Background: an optimization exercise with open tools, aiming at a short achievable clock period and few clock cycles. Do not read the settings as production practice.
The RTL was checked by simulation tests, not by an equivalence proof against the original design.
Power figures rest on the tool's default switching activity, not on a simulated workload.

--- config.mk ---
export PLATFORM = sky130hd
export DESIGN_NAME = cpu_top
export DESIGN_NICKNAME = cpu_top
export VERILOG_FILES = /design/flow/design.v
export SDC_FILE = /design/flow/constraint.sdc
export NUM_CORES = 4
export LEC_CHECK = 0
export ABC_CLOCK_PERIOD_IN_PS = 2000
export CAP_MARGIN = 40
export CORE_MARGIN = 2
export CORE_UTILIZATION = 60
export CTS_CLUSTER_DIAMETER = 60
export CTS_CLUSTER_SIZE = 24
export PLACE_DENSITY = 0.72
export SETUP_SLACK_MARGIN = 2.4
export SLEW_MARGIN = 70
export SYNTH_HIERARCHICAL = 1
--- design.v ---
package isa_pkg;
    localparam int DATA_W = 16;
    localparam int ADDR_W = 8;
    typedef logic [DATA_W-1:0] word_t;
    typedef logic [ADDR_W-1:0] addr_t;
    typedef enum logic [2:0] {
        CLASS_XFER  = 3'b000,   
        CLASS_ARITH = 3'b001,
        CLASS_CTRL  = 3'b010,
        CLASS_IO    = 3'b011    
    } op_class_e;
    typedef enum logic [7:0] {
        LDA = {CLASS_XFER, 1'b0, 4'b0000},
        STA = {CLASS_XFER, 1'b0, 4'b0001},
        ADD = {CLASS_ARITH, 1'b0, 4'b0000},
        SUB = {CLASS_ARITH, 1'b0, 4'b0001},
        CLR = {CLASS_ARITH, 1'b0, 4'b1110},
        BUN = {CLASS_CTRL, 1'b0, 4'b0000},   
        JZ  = {CLASS_CTRL, 1'b0, 4'b0001},
        JN  = {CLASS_CTRL, 1'b0, 4'b0010},
        INC = {CLASS_CTRL, 1'b0, 4'b0100},
        DEC = {CLASS_CTRL, 1'b0, 4'b0101},
        HLT = {CLASS_CTRL, 1'b0, 4'b1111},
        OUT = {CLASS_IO, 1'b0, 4'b0101}
    } opcode_e;
    typedef struct packed {
        opcode_e opcode;
        addr_t   addr;
    } instr_t;
    typedef union packed {
        instr_t instr;
        word_t  data;
    } mem_word_u;
endpackage
package ctrl_pkg;
    typedef struct packed {
        logic lda;    
        logic add;    
        logic sub;    
        logic clr;    
        logic inc;    
        logic dec;    
        logic sta;    
        logic out;    
        logic hlt;    
        logic acm;    
    } ex_ctrl_t;
    localparam int BANKS    = 16;
    localparam int BANK_W   = 4;    
    localparam int IN_BANK  = 16;
    localparam int IN_W     = 4;
    function automatic logic [3:0] predec(input logic [15:0] w);
        predec = {w[15:8] == 8'h01, w[15:8] == 8'h42, w[15:8] == 8'h41, w[15:8] == 8'h40};
    endfunction
    localparam int BTB_N    = 4;
endpackage
`timescale 1ns/1ps
module control_unit (
    input  logic               valid,
    input  isa_pkg::opcode_e   opcode,
    output ctrl_pkg::ex_ctrl_t ex,
    output logic               is_bun,
    output logic               is_jz,
    output logic               is_jn
);
    always_comb begin
        ex     = '0;
        is_bun = 1'b0;
        is_jz  = 1'b0;
        is_jn  = 1'b0;
        case (opcode)
            isa_pkg::LDA: ex.lda = valid;
            isa_pkg::STA: ex.sta = valid;
            isa_pkg::ADD: ex.add = valid;
            isa_pkg::SUB: ex.sub = valid;
            isa_pkg::CLR: ex.clr = valid;
            isa_pkg::INC: ex.inc = valid;
            isa_pkg::DEC: ex.dec = valid;
            isa_pkg::OUT: ex.out = valid;
            isa_pkg::BUN: is_bun = valid;
            isa_pkg::JZ:  is_jz  = valid;
            isa_pkg::JN:  is_jn  = valid;
            default:      ex.hlt = valid;   
        endcase
        ex.acm = ex.lda | ex.add | ex.sub | ex.clr | ex.inc | ex.dec;
    end
endmodule
`timescale 1ns/1ps
module datapath (
    input  isa_pkg::word_t     opa,
    input  isa_pkg::word_t     opb,
    input  logic               sub,
    output isa_pkg::word_t     ac_next,
    output logic               ac_next_zero
);
    localparam int W = isa_pkg::DATA_W;
    function automatic isa_pkg::word_t ks_add(input isa_pkg::word_t a,
                                              input isa_pkg::word_t b);
        logic [W-1:0] g, p, gn, pn;
        g  = a & b;
        p  = a | b;
        gn = g;
        pn = p;
        for (int i = 1; i < W; i++) begin
            gn[i] = g[i] | ((p[i] & a[i-1]) & b[i-1]);
            pn[i] = p[i] & p[i-1];
        end
        g = gn;
        p = pn;
        for (int d = 2; d < W; d = d * 2) begin
            gn = g;
            pn = p;
            for (int i = d; i < W; i++) begin
                gn[i] = g[i] | (p[i] & g[i-d]);
                pn[i] = p[i] & p[i-d];
            end
            g = gn;
            p = pn;
        end
        ks_add = (a ^ b) ^ {g[W-2:0], 1'b0};
    endfunction
    assign ac_next = ks_add(opa, opb) ^ {W{sub}};
    assign ac_next_zero = sub ? (opa == ~opb)
                              : ((opa ^ opb) == {(opa[W-2:0] | opb[W-2:0]), 1'b0});
endmodule
`timescale 1ns/1ps
module main_memory (
    input  logic                    clk,
    input  logic                    we,
    input  isa_pkg::addr_t          waddr,
    input  isa_pkg::word_t          wdata,
    input  logic [ctrl_pkg::IN_BANK-1:0] rsel_a,
    output logic [ctrl_pkg::BANKS-1:0][15:0] rdata_a,
    output logic [ctrl_pkg::BANKS-1:0][3:0]  rpd_a,
    input  logic [ctrl_pkg::IN_BANK-1:0] rsel_b,
    output logic [ctrl_pkg::BANKS-1:0][15:0] rdata_b,
    output logic [ctrl_pkg::BANKS-1:0][3:0]  rpd_b
);
    isa_pkg::word_t mem_array [256];
    logic [3:0]     mem_pd    [256];
    always_ff @(posedge clk) begin
        if (we) begin
            mem_array[waddr] <= wdata;
            mem_pd[waddr]    <= ctrl_pkg::predec(wdata);
        end
    end
    always_comb begin
        for (int b = 0; b < ctrl_pkg::BANKS; b++) begin
            rdata_a[b] = '0;
            rdata_b[b] = '0;
            rpd_a[b]   = '0;
            rpd_b[b]   = '0;
            for (int j = 0; j < ctrl_pkg::IN_BANK; j++) begin
                rdata_a[b] = rdata_a[b] |
                             (mem_array[b*ctrl_pkg::IN_BANK+j] & {16{rsel_a[j]}});
                rdata_b[b] = rdata_b[b] |
                             (mem_array[b*ctrl_pkg::IN_BANK+j] & {16{rsel_b[j]}});
                rpd_a[b]   = rpd_a[b] | (mem_pd[b*ctrl_pkg::IN_BANK+j] & {4{rsel_a[j]}});
                rpd_b[b]   = rpd_b[b] | (mem_pd[b*ctrl_pkg::IN_BANK+j] & {4{rsel_b[j]}});
            end
        end
    end
endmodule
`timescale 1ns/1ps
module cpu_top #(
    parameter int MEM_DEPTH = 256
) (
    input  logic           clk,
    input  logic           rst,
    input  logic           run,
    input  logic           load_en,
    input  isa_pkg::addr_t load_addr,
    input  isa_pkg::word_t load_data,
    output logic           out_valid,
    output isa_pkg::word_t out_data,
    output logic           halted
);
    localparam int IW   = ctrl_pkg::IN_W;
    localparam int NBTB = ctrl_pkg::BTB_N;
    logic           run_q;
    isa_pkg::addr_t pc;
    logic [ctrl_pkg::IN_BANK-1:0] pc_oh;      
    logic [NBTB-1:0] btb_v;
    isa_pkg::addr_t  btb_tag [NBTB];
    isa_pkg::addr_t  btb_tgt [NBTB];
    logic [ctrl_pkg::IN_BANK-1:0] btb_tgt_oh [NBTB];    
    logic [$clog2(NBTB)-1:0] btb_rr;
    logic           fv;
    isa_pkg::addr_t fpc;
    logic           fpred;     
    isa_pkg::addr_t fpt;
    logic [ctrl_pkg::BANKS-1:0][15:0] pf;
    logic [ctrl_pkg::BANKS-1:0][3:0]  pf_pd;
    logic [ctrl_pkg::BANKS-1:0]       f_oh;    
    logic           ff_e, ff_w, ff_l;          
    logic            v1;
    isa_pkg::instr_t ir;
    logic [ctrl_pkg::IN_BANK-1:0] ir_oh;      
    isa_pkg::addr_t  pc1;
    logic [3:0]      pd1;      
    logic            pred1;
    isa_pkg::addr_t  pt1;
    logic               v2;
    ctrl_pkg::ex_ctrl_t ctrl2;
    isa_pkg::addr_t     a2;
    logic               tk2;       
    logic               jz2, jn2;  
    logic               pred2;     
    logic               bun2;
    isa_pkg::addr_t     pt2;
    isa_pkg::addr_t     pc2;
    logic [ctrl_pkg::BANKS-1:0][15:0] po;
    logic [ctrl_pkg::BANKS-1:0][3:0]  po_pd;
    logic [ctrl_pkg::BANKS-1:0]       o_oh;    
    logic               fo_e, fo_w, fo_l;      
    ctrl_pkg::ex_ctrl_t ex;
    logic               jz3, jn3;  
    isa_pkg::addr_t     ax;
    isa_pkg::word_t     opa;       
    isa_pkg::word_t     opb;       
    logic               sub;       
    isa_pkg::word_t     ac;
    logic               ac_z;      
    logic               outv_q;
    isa_pkg::word_t     out_q;
    logic               w_en;
    isa_pkg::addr_t     w_addr;
    isa_pkg::word_t     w_data;
    logic               ls_v;
    isa_pkg::addr_t     ls_a;
    isa_pkg::word_t     ls_d;
    logic           halted_q;
    logic [ctrl_pkg::BANKS-1:0][15:0] rd_f;
    logic [ctrl_pkg::BANKS-1:0][15:0] rd_o;
    logic [ctrl_pkg::BANKS-1:0][3:0]  rpd_f, rpd_o;
    main_memory main_memory_inst (
        .clk     (clk),
        .we      (w_en),
        .waddr   (w_addr),
        .wdata   (w_data),
        .rsel_a  (pc_oh),
        .rdata_a (rd_f),
        .rpd_a   (rpd_f),
        .rsel_b  (ir_oh),
        .rdata_b (rd_o),
        .rpd_b   (rpd_o)
    );
    isa_pkg::word_t ac_next;
    logic           ac_next_z;
    datapath datapath_inst (
        .opa          (opa),
        .opb          (opb),
        .sub          (sub),
        .ac_next      (ac_next),
        .ac_next_zero (ac_next_z)
    );
    logic ac_n;
    logic acmod2, acmodx;
    assign ac_n   = ac[isa_pkg::DATA_W-1];
    assign acmod2 = ctrl2.acm;
    assign acmodx = ex.acm;
    ctrl_pkg::ex_ctrl_t ctrl1;
    logic               is_bun, is_jz, is_jn;
    logic               r1;
    logic               defer1_jz, defer1_jn;
    control_unit control_unit_inst (
        .valid  (v1),
        .opcode (ir.opcode),
        .ex     (ctrl1),
        .is_bun (is_bun),
        .is_jz  (is_jz),
        .is_jn  (is_jn)
    );
    logic pd_bun, pd_jz, pd_jn, pd_sta;
    assign pd_bun = v1 & pd1[0];
    assign pd_jz  = v1 & pd1[1];
    assign pd_jn  = v1 & pd1[2];
    assign pd_sta = v1 & pd1[3];
    assign r1        = (pd_bun & ~pred1) |
                       (~acmod2 & ~acmodx & ((pd_jz & ac_z) | (pd_jn & ac_n)));
    assign defer1_jz = is_jz & (acmod2 | acmodx);
    assign defer1_jn = is_jn & (acmod2 | acmodx);
    logic r2;
    logic defer2_jz, defer2_jn;
    assign r2        = ~acmodx & ((jz2 & ac_z) | (jn2 & ac_n));
    assign defer2_jz = jz2 & acmodx;
    assign defer2_jn = jn2 & acmodx;
    logic mp2, mp2_tgt, mp2_seq;
    assign mp2     = pred2 & ~(bun2 & (a2 == pt2));
    assign mp2_tgt = mp2 & bun2;
    assign mp2_seq = mp2 & ~bun2;
    logic r3;
    assign r3 = (jz3 & ac_z) | (jn3 & ac_n);
    logic [NBTB-1:0] hit_f, hit_2;
    logic            btb_hit;
    isa_pkg::addr_t  btb_pred;
    logic [ctrl_pkg::IN_BANK-1:0] btb_pred_oh;
    logic [$clog2(NBTB)-1:0] hit_2_idx;
    always_comb begin
        btb_pred    = '0;
        btb_pred_oh = '0;
        hit_2_idx   = btb_rr;
        for (int e = 0; e < NBTB; e++) begin
            hit_f[e] = btb_v[e] & (btb_tag[e] == pc);
            hit_2[e] = btb_v[e] & (btb_tag[e] == pc2);
            btb_pred = btb_pred | (btb_tgt[e] & {isa_pkg::ADDR_W{hit_f[e]}});
            btb_pred_oh = btb_pred_oh | (btb_tgt_oh[e] & {ctrl_pkg::IN_BANK{hit_f[e]}});
            if (hit_2[e]) hit_2_idx = e[$clog2(NBTB)-1:0];
        end
    end
    assign btb_hit = |hit_f;
    isa_pkg::word_t o_bank;
    isa_pkg::word_t opnd;
    always_comb begin
        o_bank = '0;
        for (int b = 0; b < ctrl_pkg::BANKS; b++)
            o_bank = o_bank | (po[b] & {isa_pkg::DATA_W{o_oh[b]}});
    end
    always_comb begin
        if (fo_e)       opnd = ac;
        else if (fo_w)  opnd = w_data;
        else if (fo_l)  opnd = ls_d;
        else            opnd = o_bank;
    end
    isa_pkg::word_t opb_next;
    assign opb_next = ({isa_pkg::DATA_W{ctrl2.lda | ctrl2.add | ctrl2.sub}} & opnd) |
                      {{(isa_pkg::DATA_W-1){ctrl2.dec}}, ctrl2.dec | ctrl2.inc};
    isa_pkg::word_t f_bank;
    isa_pkg::word_t fword;
    logic           smc;
    always_comb begin
        f_bank = '0;
        for (int b = 0; b < ctrl_pkg::BANKS; b++)
            f_bank = f_bank | (pf[b] & {isa_pkg::DATA_W{f_oh[b]}});
    end
    always_comb begin
        if (ff_e)       fword = ac;
        else if (ff_w)  fword = w_data;
        else if (ff_l)  fword = ls_d;
        else            fword = f_bank;
    end
    assign smc = fv & ((pd_sta & (ir.addr == fpc)) | (ctrl2.sta & (a2 == fpc)));
    logic [3:0] f_pd_bank, o_pd_bank, pd_f, pd_o, pd_next;
    always_comb begin
        f_pd_bank = '0;
        o_pd_bank = '0;
        for (int b = 0; b < ctrl_pkg::BANKS; b++) begin
            f_pd_bank = f_pd_bank | (pf_pd[b] & {4{f_oh[b]}});
            o_pd_bank = o_pd_bank | (po_pd[b] & {4{o_oh[b]}});
        end
    end
    always_comb begin
        if (ff_e)       pd_f = ctrl_pkg::predec(ac);
        else if (ff_w)  pd_f = ctrl_pkg::predec(w_data);
        else if (ff_l)  pd_f = ctrl_pkg::predec(ls_d);
        else            pd_f = f_pd_bank;
    end
    always_comb begin
        if (fo_e)       pd_o = ctrl_pkg::predec(ac);
        else if (fo_w)  pd_o = ctrl_pkg::predec(w_data);
        else if (fo_l)  pd_o = ctrl_pkg::predec(ls_d);
        else            pd_o = o_pd_bank;
    end
    isa_pkg::word_t ir_next;
    isa_pkg::addr_t pc1_next;
    always_comb begin
        if (r2 | mp2_tgt | tk2) begin
            ir_next  = opnd;
            pd_next  = pd_o;
            pc1_next = a2;
        end else begin
            ir_next  = fword;
            pd_next  = pd_f;
            pc1_next = fpc;
        end
    end
    isa_pkg::addr_t pc_seq;
    assign pc_seq = btb_hit ? btb_pred : pc + 8'd1;
    logic running;
    assign running = run_q & ~halted_q & ~ex.hlt;
    function automatic logic [ctrl_pkg::IN_BANK-1:0] lo_oh(input isa_pkg::addr_t x);
        for (int j = 0; j < ctrl_pkg::IN_BANK; j++) lo_oh[j] = (x[IW-1:0] == j);
    endfunction
    isa_pkg::addr_t pc_n;
    logic [ctrl_pkg::IN_BANK-1:0] pc_seq_oh, pc_oh_n;
    assign pc_seq_oh = btb_hit ? btb_pred_oh
                               : {pc_oh[ctrl_pkg::IN_BANK-2:0], pc_oh[ctrl_pkg::IN_BANK-1]};
    always_comb begin
        if (!running)     pc_oh_n = pc_oh;
        else if (r3)      pc_oh_n = lo_oh(ax);
        else if (r2 | mp2_tgt) pc_oh_n = lo_oh(a2 + 8'd1);
        else if (mp2_seq) pc_oh_n = lo_oh(pc2 + 8'd1);
        else if (tk2)     pc_oh_n = pc_seq_oh;
        else if (r1)      pc_oh_n = lo_oh(ir.addr + 8'd1);
        else if (smc)     pc_oh_n = lo_oh(fpc);
        else              pc_oh_n = pc_seq_oh;
    end
    always_comb begin
        if (!running)     pc_n = pc;
        else if (r3)      pc_n = ax;
        else if (r2 | mp2_tgt) pc_n = a2 + 8'd1;
        else if (mp2_seq) pc_n = pc2 + 8'd1;
        else if (tk2)     pc_n = pc_seq;
        else if (r1)      pc_n = ir.addr + 8'd1;
        else if (smc)     pc_n = fpc;
        else              pc_n = pc_seq;
    end
    always_ff @(posedge clk or posedge rst) begin
        if (rst) begin
            run_q    <= 1'b0;
            w_en     <= 1'b0;
            halted_q <= 1'b0;
            outv_q   <= 1'b0;
            pc       <= '0;
            pc_oh    <= 16'h0001;
            btb_v    <= '0;
            btb_rr   <= '0;
            fv       <= 1'b0;
            fpred    <= 1'b0;
            v1       <= 1'b0;
            pred1    <= 1'b0;
            v2       <= 1'b0;
            ctrl2    <= '0;
            tk2      <= 1'b0;
            jz2      <= 1'b0;
            jn2      <= 1'b0;
            pred2    <= 1'b0;
            ex       <= '0;
            jz3      <= 1'b0;
            jn3      <= 1'b0;
            ac       <= '0;
            ac_z     <= 1'b1;
            opb      <= '0;
            opa      <= '0;
            sub      <= 1'b0;
            ls_v     <= 1'b0;
        end else begin
            run_q   <= run;
            w_en    <= load_en | ex.sta;
            outv_q  <= ex.out;
            ac      <= ac_next;
            if (running & ~r3 & (ctrl2.lda | ctrl2.clr))  opa <= '0;
            else if (running & ~r3 & ctrl2.sub)           opa <= ~ac_next;
            else                                          opa <= ac_next;
            ac_z    <= ac_next_z;
            ls_v    <= w_en;
            if (ex.hlt) halted_q <= 1'b1;
            pc      <= pc_n;
            pc_oh   <= pc_oh_n;
            if (!running) begin
                fv    <= 1'b0;
                fpred <= 1'b0;
                v1    <= 1'b0;
                pred1 <= 1'b0;
                v2    <= 1'b0;
                ctrl2 <= '0;
                tk2   <= 1'b0;
                jz2   <= 1'b0;
                jn2   <= 1'b0;
                pred2 <= 1'b0;
                ex    <= '0;
                opb   <= '0;
                sub   <= 1'b0;
                jz3   <= 1'b0;
                jn3   <= 1'b0;
            end else begin
                if (tk2 & bun2) begin
                    btb_v[hit_2_idx]   <= 1'b1;
                    btb_tag[hit_2_idx] <= pc2;
                    btb_tgt[hit_2_idx] <= a2;
                    btb_tgt_oh[hit_2_idx] <= lo_oh(a2);
                    if (~|hit_2) btb_rr <= btb_rr + 1'b1;
                end else if (mp2) begin
                    btb_v <= btb_v & ~hit_2;
                end
                if (r3) begin
                    ex  <= '0;
                    opb <= '0;
                    sub <= 1'b0;
                    jz3 <= 1'b0;
                    jn3 <= 1'b0;
                end else begin
                    ex  <= ctrl2;
                    opb <= opb_next;
                    sub <= ctrl2.sub;
                    jz3 <= defer2_jz;
                    jn3 <= defer2_jn;
                end
                if (r3 | r2 | mp2) begin
                    v2    <= 1'b0;
                    ctrl2 <= '0;
                    tk2   <= 1'b0;
                    jz2   <= 1'b0;
                    jn2   <= 1'b0;
                    pred2 <= 1'b0;
                end else begin
                    v2    <= v1;
                    ctrl2 <= ctrl1;
                    tk2   <= r1;
                    jz2   <= defer1_jz;
                    jn2   <= defer1_jn;
                    pred2 <= pred1 & ~r1;
                end
                fpred <= 1'b0;
                pred1 <= 1'b0;
                if (r3) begin
                    v1 <= 1'b0;              
                    fv <= 1'b0;
                end else if (r2 | mp2_tgt) begin
                    v1 <= 1'b1;              
                    fv <= 1'b0;
                end else if (mp2_seq) begin
                    v1 <= 1'b0;
                    fv <= 1'b0;
                end else if (tk2) begin
                    v1    <= 1'b1;           
                    fv    <= 1'b1;           
                    fpred <= btb_hit;
                end else if (r1) begin
                    v1 <= 1'b0;
                    fv <= 1'b0;
                end else if (smc) begin
                    v1 <= 1'b0;
                    fv <= 1'b0;
                end else begin
                    v1    <= fv;
                    pred1 <= fv & fpred;
                    fv    <= 1'b1;
                    fpred <= btb_hit;
                end
            end
        end
    end
    always_ff @(posedge clk) begin
        w_addr    <= load_en ? load_addr : ax;
        w_data    <= load_en ? load_data : ac;
        fpc       <= pc;
        fpt       <= btb_pred;
        pf        <= rd_f;
        pf_pd     <= rpd_f;
        ir        <= ir_next;
        pd1       <= pd_next;
        for (int j = 0; j < ctrl_pkg::IN_BANK; j++) ir_oh[j] <= (ir_next[IW-1:0] == j);
        pc1       <= pc1_next;
        pt1       <= fpt;
        pt2       <= pt1;
        pc2       <= pc1;
        bun2      <= is_bun;
        a2        <= ir.addr;
        po        <= rd_o;
        po_pd     <= rpd_o;
        ax        <= a2;
        ls_a      <= w_addr;
        ls_d      <= w_data;
        for (int b = 0; b < ctrl_pkg::BANKS; b++) begin
            f_oh[b] <= (pc[7:IW] == b);
            o_oh[b] <= (ir.addr[7:IW] == b);
        end
        ff_e      <= ctrl2.sta & (a2 == pc);
        ff_w      <= ex.sta & (ax == pc);
        ff_l      <= w_en & (w_addr == pc);
        fo_e      <= ctrl2.sta & (a2 == ir.addr);
        fo_w      <= ex.sta & (ax == ir.addr);
        fo_l      <= w_en & (w_addr == ir.addr);
        if (ex.out) out_q <= ac;
    end
    assign out_valid = outv_q;
    assign out_data  = out_q;
    assign halted    = halted_q;
endmodule
--- constraint.sdc ---
create_clock -name core_clock -period 5.0 [get_ports {clk}]
set_input_delay 1.0000 -clock core_clock [delete_from_list [all_inputs] [get_ports {clk}]]
set_output_delay 1.0000 -clock core_clock [all_outputs]
set_load 0.01 [all_outputs]
--- run.sh ---
#!/bin/bash
# synth_recipe.tcl (not shown) runs the flow's synth.tcl, then flattens the netlist and writes it again
# the make line also repeats each setting of config.mk as NAME=value (left out here)
make -C /OpenROAD-flow-scripts/flow DESIGN_CONFIG=/design/flow/config.mk WORK_HOME=/design/flow/orfs CLKGATE_MAP_FILE= SYNTH_SCRIPT=/design/flow/synth_recipe.tcl finish
==> flow_metrics.env, run 1 <==
export IMPL_synth_net_count=15470
export IMPL_synth_edff_count=5264
export IMPL_grt_max_degree=97
export IMPL_drv_slew=0
export IMPL_synth_distinct_cells=90
export IMPL_drc_errors=0
export IMPL_rsz0062_at_grt="true"
export IMPL_area_growth_synth_to_final_pct=14.89
export IMPL_synthFlopType="edfxtp_1"
export IMPL_io_buffers=45
export IMPL_cp_num_buf_inv=6
export IMPL_synthTopCellsByArea="edfxtp_1, a22o_1, a221oi_1"
export IMPL_ir_drop_mv=0.4674
export IMPL_yosysTopAreaCell="edfxtp_1"
export IMPL_clock_skew_ns=0.1093
export IMPL_yosysMostFrequentCell="edfxtp_1"
export IMPL_min_period_over_period_pct=56.57
export IMPL_start_util_pct=60.16
export IMPL_hold_start="pt1[7]"
export IMPL_arrival_ns=3.73
export IMPL_wl_per_cell_um=47.45
export IMPL_r2r_cells=9
export IMPL_drt_initial_drc_count=34600
export IMPL_yosys_warnings=13
export IMPL_cts_buffers=434
export IMPL_r2r_start="ir_oh[5]"
export IMPL_syn_area_mm2=0.2482
export IMPL_required_ns=5.91
export IMPL_p_int_mw=97.76
export IMPL_dp_hpwl_mm=686.7
export IMPL_wl_mm=1042
export IMPL_first_global_vias=165900
export IMPL_final_core_util_pct=69.12
export IMPL_final_nets=16080
export IMPL_dpl_cell_count=20800
export IMPL_final_hold_viol_count=0
export IMPL_grt_pass1_wl_mm=1385
export IMPL_timing_fmax_ghz=0.3535
export IMPL_finalPower_mw=163.6
export IMPL_min_path_cells=0
export IMPL_p_clk_share_pct=24.1
export IMPL_slew_headroom_pct=59.95
export IMPL_grt_overflow=0
export IMPL_postRouteAntennaNets=0
export IMPL_worstSetupPathType="reg2reg"
export IMPL_vias_per_cell=8.309
export IMPL_cts_buffer_depth=4
export IMPL_max_stage_delay_ns=0.60
export IMPL_coreArea_mm2=0.4125
export IMPL_fp_row_count=236
export IMPL_tightestPinTransition_ns=0.6000
export IMPL_worst_path_max_fanout=17
export IMPL_cp_slowest_cell="clkdlybuf4s50_1"
export IMPL_via_count=182400
export IMPL_p_sw_share_pct=40.24
export IMPL_cts_htree_levels=5
export IMPL_yosysTopAreaCellShare_pct=63.70
export IMPL_cp_end_kind="register"
export IMPL_antenna_found_initial=148
export IMPL_clock_sinks=6191
export IMPL_power_density_mw_per_mm2=573.7
export IMPL_setup_viol_count_final=0
export IMPL_clkTransAtPathRegs_ns=0.09
export IMPL_io_pins=46
export IMPL_ys_async_sr_fraction_pct=1.744
export IMPL_clk_latency_ns=1.15
export IMPL_grtUsageTotal_pct=48.36
export IMPL_r2r_slack_ns=2.17
export IMPL_cts_root_buf="clkbuf_16"
export IMPL_synth_seq_area_share_pct=71.39
export IMPL_timing_rr_end="po[60]"
export IMPL_hold_class="reg2reg"
export IMPL_worstPathCellList="buf_12 -> buf_16 -> buf_16 -> buf_6 -> buf_6 -> a22o_1 -> a221oi_1 -> clkdlybuf4s50_1 -> nand4_1"
export IMPL_cp_top_family="buffers and inverters"
export IMPL_place_gp_congestion=1.073
export IMPL_p_sw_mw=65.82
export IMPL_syn_avg_cell_area_um2=16.12
export IMPL_drive_gt1_share_pct=19.37
export IMPL_pwr_share_seq_pct=41.8
export IMPL_instances_no_fill=21960
export IMPL_die_x_um=647.1
export IMPL_power_leakage_nw=92.25
export IMPL_fp_dieArea_mm2=0.4188
export IMPL_maxCapViolations=0
export IMPL_nFillCells=26400
export IMPL_holdPathEnd="pt2[7]"
export IMPL_setup_tns_ns=0
export IMPL_drt_first_pass_iters=9
export IMPL_synth_cells=15400
export IMPL_die_height_um=647.1
export IMPL_fin_crit_ns=2.829
export IMPL_start_kind="register"
export IMPL_synth_seq_cells=6191
export IMPL_cts_tree="done"
export IMPL_combPwrFrac_pct=34.1
export IMPL_ys_top_cells_by_count="edfxtp_1, a22o_1, a221oi_1"
export IMPL_outcome="finished clean"
-- routing by layer --
metal | global-route usage (%) | vias up | wire, um
met4 | 33.96 | 96 | 100800
met3 | 20.94 | 4354 | 184400
met2 | 67.72 | 18780 | 424900
li1 | - | 68330 | -
met5 | 1.735 | - | 1884
met1 | 60.15 | 90890 | 329900
-- stage by stage --
| step | hold WS, ns | cell area (um2) | worst slack [ns] |
|---|---|---|---|
| final | 0.3025 | 285100 | 2.171 |
| after global placement | 0.3099 | 255300 | 1.474 |
| after global routing | 0.3020 | 284900 | 2.142 |
| after floorplan | 0.3096 | 248200 | -1.949 |
| after CTS | 0.2875 | 281000 | 2.284 |
| after detailed placement | 0.3135 | 264200 | 1.823 |
-- power groups by stage --
stage,sequential [mW],clock [mW],combinational (mW)
3_5_place_dp,68.1,0,49.7
5_1_grt,67.4,40.9,55.2
3_3_place_gp,69.4,0,44.1
2_1_floorplan,61.7,0,27.3
6_report,68.4,39.4,55.8
4_1_cts,66.9,39.1,50.7
-- flip-flops by register name (all words and copies together), names as in the netlist, 32 cells and up --
signal	flops
btb_tag	32
btb_tgt	32
btb_tgt_oh	64
main_memory_inst.mem_array	4096
main_memory_inst.mem_pd	1024
pf	256
pf_pd	64
po	256
po_pd	64
-- cell type report --
cell class	count	area, um2	share of cell area (%)
Multi-Input combinational cell	7767	65410	22.94
Inverter	64	246.5	0.08645
Timing Repair Buffer	1546	18810	6.598
Clock inverter	358	4529	1.589
Clock buffer	464	11190	3.925
Tap cell	5474	6849	2.402
Antenna cell	94	235.2	0.08250
Sequential cell	6191	177900	62.38
-- logic make-up (layout without fill, tap and decap cells) --
logic type | count (synthesis) | count (layout) | synth area share, %
DFF | 6191 | 6191 | 71.39
muxes | 76 | 76 | 0.3247
and+or+nand+nor | 1604 | 1604 | 3.478
adders and majority gates | 44 | 44 | 0.2218
xor gates and xnor gates | 225 | 225 | 0.7941
AOI/OAI and AO/OA | 5818 | 5818 | 20.25
buffers and inverters | 1437 | 2432 | 3.543
other | 0 | 94 | 0
-- how the worst max path moves through the flow --
| stage | cells after the start | startpoint | end | slack, ns |
|---|---|---|---|---|
| 2_1_floorplan | 1 | w_data[8] | main_memory_inst.mem_pd[0][3] | -1.95 |
| 4_1_cts | 12 | pc[7] | pc[6] | 2.28 |
| 6_report | 9 | ir_oh[5] | po[60] | 2.17 |
| 3_3_place_gp | 4 | w_addr[3] | main_memory_inst.mem_array[215][14] | 1.47 |
| 5_1_grt | 13 | pc[5] | pc[1] | 2.14 |
| 3_5_place_dp | 11 | pc[0] | pc_oh[9] | 1.82 |
-- Yosys stat by module, one instance, submodules excluded --
module	times used	cells inside	flip-flops and latches	cell area (um2)
cpu_top	1	2773	1071	34720
main_memory	1	12390	5120	211700
datapath	1	198	0	1515
control_unit	1	34	0	197.7
-- layout by cell type (no fill, tap or decap), drive strengths merged, types with 19 or more instances in the layout --
cell / n
inv: 252
and2: 38
bufinv: 19
nor3: 67
nand2: 148
and3: 24
nor2: 407
xnor2: 88
a221oi: 2706
clkdlybuf4s50: 36
nand2b: 31
o211ai: 27
o21ai: 77
clkdlybuf4s25: 23
nand4: 707
nor2b: 24
ha: 44
a21oi: 65
buf: 1415
nand3: 58
clkinv: 124
a22oi: 95
a211oi: 30
diode: 94
a22o: 2712
a31oi: 27
nor4: 34
dfxtp: 819
edfxtp: 5264
mux2: 36
clkinvlp: 27
xor2: 137
mux2i: 40
dfrtp: 106
clkbuf: 510
-- what timing repair did --
item | 4_1_cts | 5_1_grt
gates resized for setup | 226 | 224
endpoints found under the hold margin | 0 | 0
setup buffers | 39 | 67
pin swaps | 39 | 88
gates cloned | 9 | 10
endpoints found under the setup margin | 939 | 895
hold buffers | 0 | 0
Testbench counts, summed over its fixed seeds: cycles 56,384.
==> run 2, diff against run 1 <==
--- a/config.mk
+++ b/config.mk
@@ -10,7 +10,6 @@
 export CORE_MARGIN = 2
-export CORE_UTILIZATION = 60
+export CORE_UTILIZATION = 45
 export CTS_CLUSTER_DIAMETER = 60
 export CTS_CLUSTER_SIZE = 24
-export PLACE_DENSITY = 0.72
-export SETUP_SLACK_MARGIN = 2.4
+export SETUP_SLACK_MARGIN = 2.3
 export SLEW_MARGIN = 70
==> flow_metrics.env, run 2 <==
export IMPL_outcome="finished clean"
export IMPL_p_int_mw=98.54
export IMPL_grt_pass1_wl_mm=1426
export IMPL_combPwrFrac_pct=34.4
export IMPL_nFillCells=44250
export IMPL_syn_avg_cell_area_um2=16.12
export IMPL_synth_net_count=15470
export IMPL_die_height_um=746.6
export IMPL_yosys_warnings=13
export IMPL_fp_row_count=272
export IMPL_setup_viol_count_final=0
export IMPL_power_leakage_nw=92.52
export IMPL_finalPower_mw=165.8
export IMPL_ys_top_cells_by_count="edfxtp_1, a22o_1, a221oi_1"
export IMPL_drt_initial_drc_count=30780
export IMPL_synthTopCellsByArea="edfxtp_1, a22o_1, a221oi_1"
export IMPL_p_sw_mw=67.26
export IMPL_first_global_vias=162500
export IMPL_synth_xor_area_share_pct=0.7941
export IMPL_clk_latency_ns=1.18
export IMPL_grtUsageTotal_pct=37.06
export IMPL_clock_skew_ns=0.1163
export IMPL_start_util_pct=45.21
export IMPL_synth_cells=15400
export IMPL_grt_max_degree=82
export IMPL_cp_end_kind="register"
export IMPL_place_gp_congestion=1.074
export IMPL_min_period_over_period_pct=60.33
export IMPL_syn_area_mm2=0.2482
export IMPL_synth_distinct_cells=90
export IMPL_regArea_mm2=0.1778
export IMPL_grt_overflow=0
export IMPL_rsz0062_at_grt="true"
export IMPL_ir_drop_mv=0.4900
export IMPL_setup_tns_ns=0
export IMPL_cts_tree="done"
export IMPL_synth_top_family_by_area="compound AO/OA/AOI/OAI gates"
export IMPL_wl_per_cell_um=45.08
export IMPL_timing_fmax_ghz=0.3315
export IMPL_hold_class="in2async"
export IMPL_synthSimpleGateAreaFrac_pct=3.478
export IMPL_cts_buffers=458
export IMPL_maxCapViolations=0
export IMPL_yosysMostFrequentCell="edfxtp_1"
export IMPL_worst_path_max_fanout=38
export IMPL_yosysTopAreaCell="edfxtp_1"
export IMPL_cts_buffer_depth=4
export IMPL_largest_register_ff_count=4096
export IMPL_drc_errors=0
export IMPL_fin_crit_ns=3.017
export IMPL_pwr_share_seq_pct=41.1
export IMPL_synth_seq_area_share_pct=71.39
export IMPL_yosysTopAreaCellShare_pct=63.70
export IMPL_io_pins=46
export IMPL_io_buffers=45
export IMPL_top_regs="main_memory_inst.mem_array (4096), main_memory_inst.mem_pd (1024)"
export IMPL_slew_headroom_pct=61.92
export IMPL_postRouteAntennaNets=0
export IMPL_synth_area_mux_share_pct=0.3247
export IMPL_cts_root_buf="clkbuf_16"
export IMPL_p_clk_share_pct=24.5
export IMPL_coreArea_mm2=0.5489
export IMPL_drive_gt1_share_pct=19.59
export IMPL_vias_per_cell=7.478
export IMPL_worstSetupPathType="reg2reg"
export IMPL_synthFlopType="edfxtp_1"
export IMPL_clock_sinks=6191
export IMPL_power_density_mw_per_mm2=575.9
export IMPL_start_kind="register"
export IMPL_area_growth_synth_to_final_pct=16.01
export IMPL_clkTransAtPathRegs_ns=0.09
export IMPL_final_hold_viol_count=0
export IMPL_die_x_um=746.6
export IMPL_synthAdderAreaFrac_pct=0.2218
export IMPL_arrival_ns=4.01
export IMPL_ys_async_sr_fraction_pct=1.744
export IMPL_wl_mm=1076
export IMPL_final_nets=16180
export IMPL_required_ns=6.00
export IMPL_p_sw_share_pct=40.57
export IMPL_largest_register="main_memory_inst.mem_array"
export IMPL_tightestPinTransition_ns=0.5703
export IMPL_dp_hpwl_mm=731.1
export IMPL_multiInputGateArea_mm2=0.06550
export IMPL_fp_dieArea_mm2=0.5574
export IMPL_final_common_cell="edfxtp_1"
export IMPL_synth_seq_cells=6191
export IMPL_antenna_found_initial=148
export IMPL_drt_first_pass_iters=10
export IMPL_cts_htree_levels=5
export IMPL_via_count=178400
export IMPL_mostFrequentLayoutCells="edfxtp_1, a22o_1, a221oi_1, nand4_1, buf_4"
export IMPL_synth_compound_area_share_pct=20.25
export IMPL_synth_edff_count=5264
export IMPL_drv_slew=0
## run 2: cell count changes in the layout (fill, tap and decap cells not counted), moves of 19 or more
cell / delta
clkinv_8: -21
inv_6: +21
inv_8: -31
buf_4: +47
dfxtp_4: -19
nor2_4: +22
clkbuf_16: +20
a221oi_1: -23
buf_1: +47
## run 2: metrics by stage
step                      instances  cell area (um2)  setup WS, ns  hold slack [ns]  utilization, %
final                         23860           287900         1.983           0.3206           52.45
after global routing          23780           287700         2.021           0.3356           52.41
after CTS                     23610           284800         2.180           0.2906           51.88
after detailed placement      22720           268000         1.837           0.3121           48.83
after global placement        22140           257900         1.475           0.3116           46.98
after floorplan               15400           248200        -1.949           0.3096               -
## run 2: routing by layer
metal | global-route usage, % | vias up | wire, um
li1 | - | 68570 | -
met4 | 22.87 | 55 | 86000
met1 | 48.50 | 92310 | 382700
met2 | 53.02 | 14710 | 448300
met5 | 0.07717 | - | 474
met3 | 12.70 | 2789 | 158300
## run 2: worst paths after layout
kind | start | to | slack [ns] | cells past startpoint
min reg2reg | fpt[0] | pt1[0] | 0.33 | 0
min in group core_clock | run | run_q | 0.33 | 1
max | pc_oh[6] | pf[226] | 1.98 | 8
max in group asynchronous | rst | ac[15] | 3.77 | 4
min | rst | outv_q | 0.32 | 2
max reg2reg | pc_oh[6] | pf[226] | 1.98 | 8
## run 2: timing repair
action | CTS | global route
cloned | 3 | 8
pin swaps | 17 | 47
setup endpoints to repair | 228 | 387
gates resized for setup | 144 | 115
hold buffers | 0 | 0
buffers inserted | 13 | 42
## run 2: power by group through the flow
stage | combinational, mW | sequential (mW) | clock, mW
finish | 57.0 | 68.1 | 40.7
floorplan | 27.3 | 61.7 | 0
global placement | 46.7 | 69.3 | 0
CTS | 53.0 | 67.0 | 40.7
detailed placement | 52.6 | 68.1 | 0
global route | 57.0 | 67.2 | 42.5
## run 2: logic make-up after synthesis
logic type / after synthesis
fa+ha+maj: 44
flops: 6191
buf+inv: 1437
simple gates: 1604
mux: 76
xor+xnor: 225
compound gates: 5818
## run 2: cell type report
cell class              instances  area share (%)
diodes                         83         0.07214
clock buffers                 486           4.090
clock inverters               386           1.601
inverters                      64         0.08648
multi-input cells            7767           22.75
flip-flops and latches       6191           61.76
well taps                    7261           3.155
repair buffers               1623           6.488
## run 2: modules after synthesis, one instance, submodules excluded
module        cells  flip-flops and latches  copies in the design
main_memory   12390                    5120                     1
datapath        198                       0                     1
cpu_top        2773                    1071                     1
control_unit     34                       0                     1
## run 2: worst max-delay path, stage by stage, from the launching register on
cell and delay (ns):
dfrtp_4 0.58, buf_16 0.20, buf_12 0.19, buf_16 0.22, buf_16 0.25, a221oi_1 0.28
clkdlybuf4s50_1 0.57, nand4_1 0.21, buf_4 0.25
==> run 3, diff against run 2 <==
==> flow/run.sh (new file) <==
#!/bin/bash
set -euo pipefail
bash standard.sh synth > standard_synth.log 2>&1
DONT_USE="sky130_fd_sc_hd__probe_p_8 sky130_fd_sc_hd__probec_p_8 sky130_fd_sc_hd__lpflow_bleeder_1 sky130_fd_sc_hd__lpflow_clkbufkapwr_1 sky130_fd_sc_hd__lpflow_clkbufkapwr_16 sky130_fd_sc_hd__lpflow_clkbufkapwr_2 sky130_fd_sc_hd__lpflow_clkbufkapwr_4 sky130_fd_sc_hd__lpflow_clkbufkapwr_8 sky130_fd_sc_hd__lpflow_clkinvkapwr_1 sky130_fd_sc_hd__lpflow_clkinvkapwr_16 sky130_fd_sc_hd__lpflow_clkinvkapwr_2 sky130_fd_sc_hd__lpflow_clkinvkapwr_4 sky130_fd_sc_hd__lpflow_clkinvkapwr_8 sky130_fd_sc_hd__lpflow_decapkapwr_12 sky130_fd_sc_hd__lpflow_decapkapwr_3 sky130_fd_sc_hd__lpflow_decapkapwr_4 sky130_fd_sc_hd__lpflow_decapkapwr_6 sky130_fd_sc_hd__lpflow_decapkapwr_8 sky130_fd_sc_hd__lpflow_inputiso0n_1 sky130_fd_sc_hd__lpflow_inputiso0p_1 sky130_fd_sc_hd__lpflow_inputiso1n_1 sky130_fd_sc_hd__lpflow_inputiso1p_1 sky130_fd_sc_hd__lpflow_inputisolatch_1 sky130_fd_sc_hd__lpflow_isobufsrc_1 sky130_fd_sc_hd__lpflow_isobufsrc_16 sky130_fd_sc_hd__lpflow_isobufsrc_2 sky130_fd_sc_hd__lpflow_isobufsrc_4 sky130_fd_sc_hd__lpflow_isobufsrc_8 sky130_fd_sc_hd__lpflow_isobufsrckapwr_16 sky130_fd_sc_hd__lpflow_lsbuf_lh_hl_isowell_tap_1 sky130_fd_sc_hd__lpflow_lsbuf_lh_hl_isowell_tap_2 sky130_fd_sc_hd__lpflow_lsbuf_lh_hl_isowell_tap_4 sky130_fd_sc_hd__lpflow_lsbuf_lh_isowell_4 sky130_fd_sc_hd__lpflow_lsbuf_lh_isowell_tap_1 sky130_fd_sc_hd__lpflow_lsbuf_lh_isowell_tap_2 sky130_fd_sc_hd__lpflow_lsbuf_lh_isowell_tap_4 sky130_fd_sc_hd__clkdlybuf4s15_1 sky130_fd_sc_hd__clkdlybuf4s15_2 sky130_fd_sc_hd__clkdlybuf4s18_1 sky130_fd_sc_hd__clkdlybuf4s18_2 sky130_fd_sc_hd__clkdlybuf4s25_1 sky130_fd_sc_hd__clkdlybuf4s25_2 sky130_fd_sc_hd__clkdlybuf4s50_1 sky130_fd_sc_hd__clkdlybuf4s50_2 sky130_fd_sc_hd__dlygate4sd1_1 sky130_fd_sc_hd__dlygate4sd2_1 sky130_fd_sc_hd__dlygate4sd3_1 sky130_fd_sc_hd__dlymetal6s2s_1 sky130_fd_sc_hd__dlymetal6s4s_1 sky130_fd_sc_hd__dlymetal6s6s_1"
bash standard.sh "DONT_USE_CELLS=$DONT_USE" "BUFFER_PORTS_ARGS=-buffer_cell sky130_fd_sc_hd__buf_4" "SETUP_MOVE_SEQUENCE=unbuffer,sizeup,swap,clone,split" finish > standard_layout.log 2>&1
==> standard.sh (new file) <==
#!/bin/bash
# synth_recipe.tcl (not shown) runs the flow's synth.tcl, then flattens the netlist and writes it again
# the make line also repeats each setting of config.mk as NAME=value (left out here)
make -C /OpenROAD-flow-scripts/flow DESIGN_CONFIG=/design/flow/config.mk WORK_HOME=/design/flow/orfs CLKGATE_MAP_FILE= SYNTH_SCRIPT=/design/flow/synth_recipe.tcl "${@:-finish}"
--- a/config.mk
+++ b/config.mk
@@ -10,3 +10,3 @@
 export CORE_MARGIN = 2
-export CORE_UTILIZATION = 45
+export CORE_UTILIZATION = 50
 export CTS_CLUSTER_DIAMETER = 60
removed: run.sh
==> flow_metrics.env, run 3 <==
export IMPL_r2r_start="f_oh[4]"
export IMPL_fin_crit_ns=3.096
export IMPL_r2r_slack_ns=1.90
export IMPL_drc_errors=0
export IMPL_clock_sinks=6191
export IMPL_hold_start="load_data[2]"
export IMPL_synth_seq_area_share_pct=71.39
export IMPL_postRouteAntennaNets=0
export IMPL_ys_top_cells_by_count="edfxtp_1, a22o_1, a221oi_1"
export IMPL_min_path_cells=3
export IMPL_first_global_vias=163500
export IMPL_timing_rr_end="ir_oh[3]"
export IMPL_dp_hpwl_mm=760.6
export IMPL_worst_path_max_fanout=20
export IMPL_cts_root_buf="clkbuf_16"
export IMPL_place_gp_congestion=1.056
export IMPL_drive_gt1_share_pct=21.12
export IMPL_fp_dieArea_mm2=0.5020
export IMPL_cp_end_kind="register"
export IMPL_die_height_um=708.5
export IMPL_grt_max_degree=81
export IMPL_max_stage_delay_ns=0.47
export IMPL_yosysTopAreaCell="edfxtp_1"
export IMPL_drt_first_pass_iters=8
export IMPL_fp_row_count=258
export IMPL_final_common_cell="edfxtp_1"
export IMPL_required_ns=5.99
export IMPL_drt_initial_drc_count=30210
export IMPL_clkTransAtPathRegs_ns=0.09
export IMPL_timing_fmax_ghz=0.3230
export IMPL_holdPathEnd="w_data[2]"
export IMPL_ir_drop_mv=0.4571
export IMPL_coreArea_mm2=0.4939
export IMPL_synth_top_family_by_area="compound AO/OA/AOI/OAI gates"
export IMPL_grtUsageTotal_pct=41.83
export IMPL_synth_area_mux_share_pct=0.3247
export IMPL_worstPathCellList="a22o_1 -> a221oi_2 -> nand4_1 -> mux2_2 -> o2111ai_1 -> o221ai_4 -> or2_4 -> nor2_1"
export IMPL_slew_headroom_pct=61.73
export IMPL_setup_viol_count_final=0
export IMPL_grt_overflow=0
export IMPL_grt_pass1_wl_mm=1435
export IMPL_synthAdderAreaFrac_pct=0.2218
export IMPL_area_growth_synth_to_final_pct=16.26
export IMPL_min_period_over_period_pct=61.91
export IMPL_yosys_warnings=13
export IMPL_r2r_cells=8
export IMPL_top_regs="main_memory_inst.mem_array (4096), main_memory_inst.mem_pd (1024)"
export IMPL_synth_xor_area_share_pct=0.7941
export IMPL_syn_area_mm2=0.2482
export IMPL_power_density_mw_per_mm2=576.9
export IMPL_via_count=177900
export IMPL_hold_class="in2reg"
export IMPL_final_nets=16370
export IMPL_worstSetupPathType="reg2reg"
export IMPL_syn_avg_cell_area_um2=16.12
export IMPL_synth_compound_area_share_pct=20.25
export IMPL_wl_mm=1082
export IMPL_maxCapViolations=0
export IMPL_clock_skew_ns=0.09269
export IMPL_synthFlopType="edfxtp_1"
export IMPL_outcome="finished clean"
export IMPL_finalPower_mw=166.5
export IMPL_antenna_found_initial=132
export IMPL_synth_edff_count=5264
export IMPL_io_pins=46
export IMPL_synth_distinct_cells=90
export IMPL_start_kind="register"
export IMPL_vias_per_cell=7.636
export IMPL_final_hold_viol_count=0
export IMPL_mostFrequentLayoutCells="edfxtp_1, a22o_1, a221oi_1, nand4_1, clkbuf_16"
export IMPL_yosysMostFrequentCell="edfxtp_1"
export IMPL_rsz0062_at_grt="true"
export IMPL_fin_ws_ns=1.904
export IMPL_cts_tree="done"
export IMPL_cts_buffer_depth=4
export IMPL_wl_per_cell_um=46.44
export IMPL_cts_buffers=472
export IMPL_synth_seq_cells=6191
export IMPL_synth_cells=15400
export IMPL_synthSimpleGateAreaFrac_pct=3.478
export IMPL_ys_async_sr_fraction_pct=1.744
export IMPL_clk_latency_ns=1.15
export IMPL_largest_register_ff_count=4096
export IMPL_cp_slowest_cell="nand4_1"
export IMPL_synth_net_count=15470
export IMPL_die_x_um=708.5
export IMPL_place_ws_ns=1.846
export IMPL_tightestPinTransition_ns=0.5699
export IMPL_io_buffers=45
export IMPL_cts_htree_levels=5
export IMPL_drv_slew=0
export IMPL_arrival_ns=4.08
export IMPL_yosysTopAreaCellShare_pct=63.70
export IMPL_crit_start="f_oh[4]"
export IMPL_synthTopCellsByArea="edfxtp_1, a22o_1, a221oi_1"
export IMPL_start_util_pct=50.25
export IMPL_power_leakage_nw=93.25
export IMPL_largest_register="main_memory_inst.mem_array"
## run 3: repair_timing
item / 4_1_cts / 5_1_grt
gates cloned: 12 / 6
pin swaps: 23 / 41
hold endpoints to repair: 58 / 0
hold buffers: 3 / 0
resized for setup: 94 / 114
endpoints found under the setup margin: 539 / 234
setup buffers: 3 / 2
## run 3: per-module statistics from Yosys (local to each module, per instance)
| module | cells inside | flip-flops and latches | area (um2) |
|---|---|---|---|
| main_memory | 12390 | 5120 | 211700 |
| cpu_top | 2773 | 1071 | 34720 |
| datapath | 198 | 0 | 1515 |
| control_unit | 34 | 0 | 197.7 |
## run 3: cells by family (layout without fill, tap and decap cells)
family                   after synthesis  after routing
flip-flops                          6191           6191
AO/OA/AOI/OAI                       5818           5818
AND/OR/NAND/NOR                     1604           1607
buffers and inverters               1437           2764
XOR/XNOR                             225            225
multiplexers                          76             76
adder cells (fa/ha/maj)               44             44
other                                  0             68
## run 3: how the worst max path moves through the flow
stage / end / slack, ns / cells past startpoint
after CTS: ir_oh[3] / 2.08 / 9
after global routing: ir_oh[1] / 1.98 / 10
final: ir_oh[3] / 1.90 / 8
after floorplan: main_memory_inst.mem_pd[0][3] / -1.95 / 1
after detailed placement: ir_oh[12] / 1.85 / 9
after global placement: ir_oh[2] / 1.15 / 8
## run 3: through the flow
| stage | util (%) | instances | hold slack, ns | cell area, um2 | setup TNS [ns] |
|---|---|---|---|---|---|
| after global routing | 58.39 | 23240 | 0.09837 | 288400 | 0 |
| after global placement | 51.57 | 21420 | 0.3098 | 254700 | 0 |
| final | 58.42 | 23290 | 0.1127 | 288500 | 0 |
| after detailed placement | 54.31 | 22140 | 0.3121 | 268200 | 0 |
| after CTS | 57.97 | 23060 | 0.05833 | 286300 | 0 |
| after floorplan | - | 15400 | 0.3096 | 248200 | -994.94 |
## run 3: power breakdown
| group | switching [mW] | internal [mW] |
|---|---|---|
| Sequential | 9.36 | 59.7 |
| Combinational | 36.1 | 19.0 |
| Clock | 21.3 | 21.1 |
## run 3: area by class of cell
class                      count  area [um2]
fill                       37580      205400
sequential                  6191      177900
multi-input combinational   7770       66710
timing repair buffer        1800       18060
clock buffer                 523       12300
tap                         6500        8133
clock inverter               377        4999
inverter                      64       252.7
antenna                       68       170.2
## run 3: layer usage
metal	share of wire [%]	GRT usage (%)
met5	0.034	0
met1	36	54.55
met3	14	14.09
met2	41	59.11
met4	8.8	28.61
## run 3: critical path: cells and delay by family, from the launching register on
kind            cells  cell delay, ns
compound gates      4            1.14
flops               1            0.45
mux                 1            0.47
simple gates        3            0.89

-- afterwards: timing with drivers on the ports --
No port has a modelled driver above. Below, the same layouts with a new extraction and two added sets of constraints. Step 1 (the two cells are an assumption about what drives the block):
set clk [get_ports {clk}]
set_driving_cell -lib_cell sky130_fd_sc_hd__clkbuf_16 $clk
set_driving_cell -lib_cell sky130_fd_sc_hd__buf_2 [delete_from_list [all_inputs] $clk]
Step 2 also shifts input and output timing later by t, the mid clock arrival at the registers, as if the neighbouring blocks saw the same clock. a / b / c = ideal / step 1 / step 2; a / b = the first two.
run | shift t [ns] | slack for setup (ns) | worst data-port slew with drivers (ns)
run 1 | 1.192 | 2.171 / 2.171 / 2.171 | 0.08
run 2 | 1.245 | 1.983 / 1.983 / 1.983 | 0.06
run 3 | 1.230 | 1.904 / 1.904 / 1.904 | 0.13
After both steps every run listed still meets setup and hold.
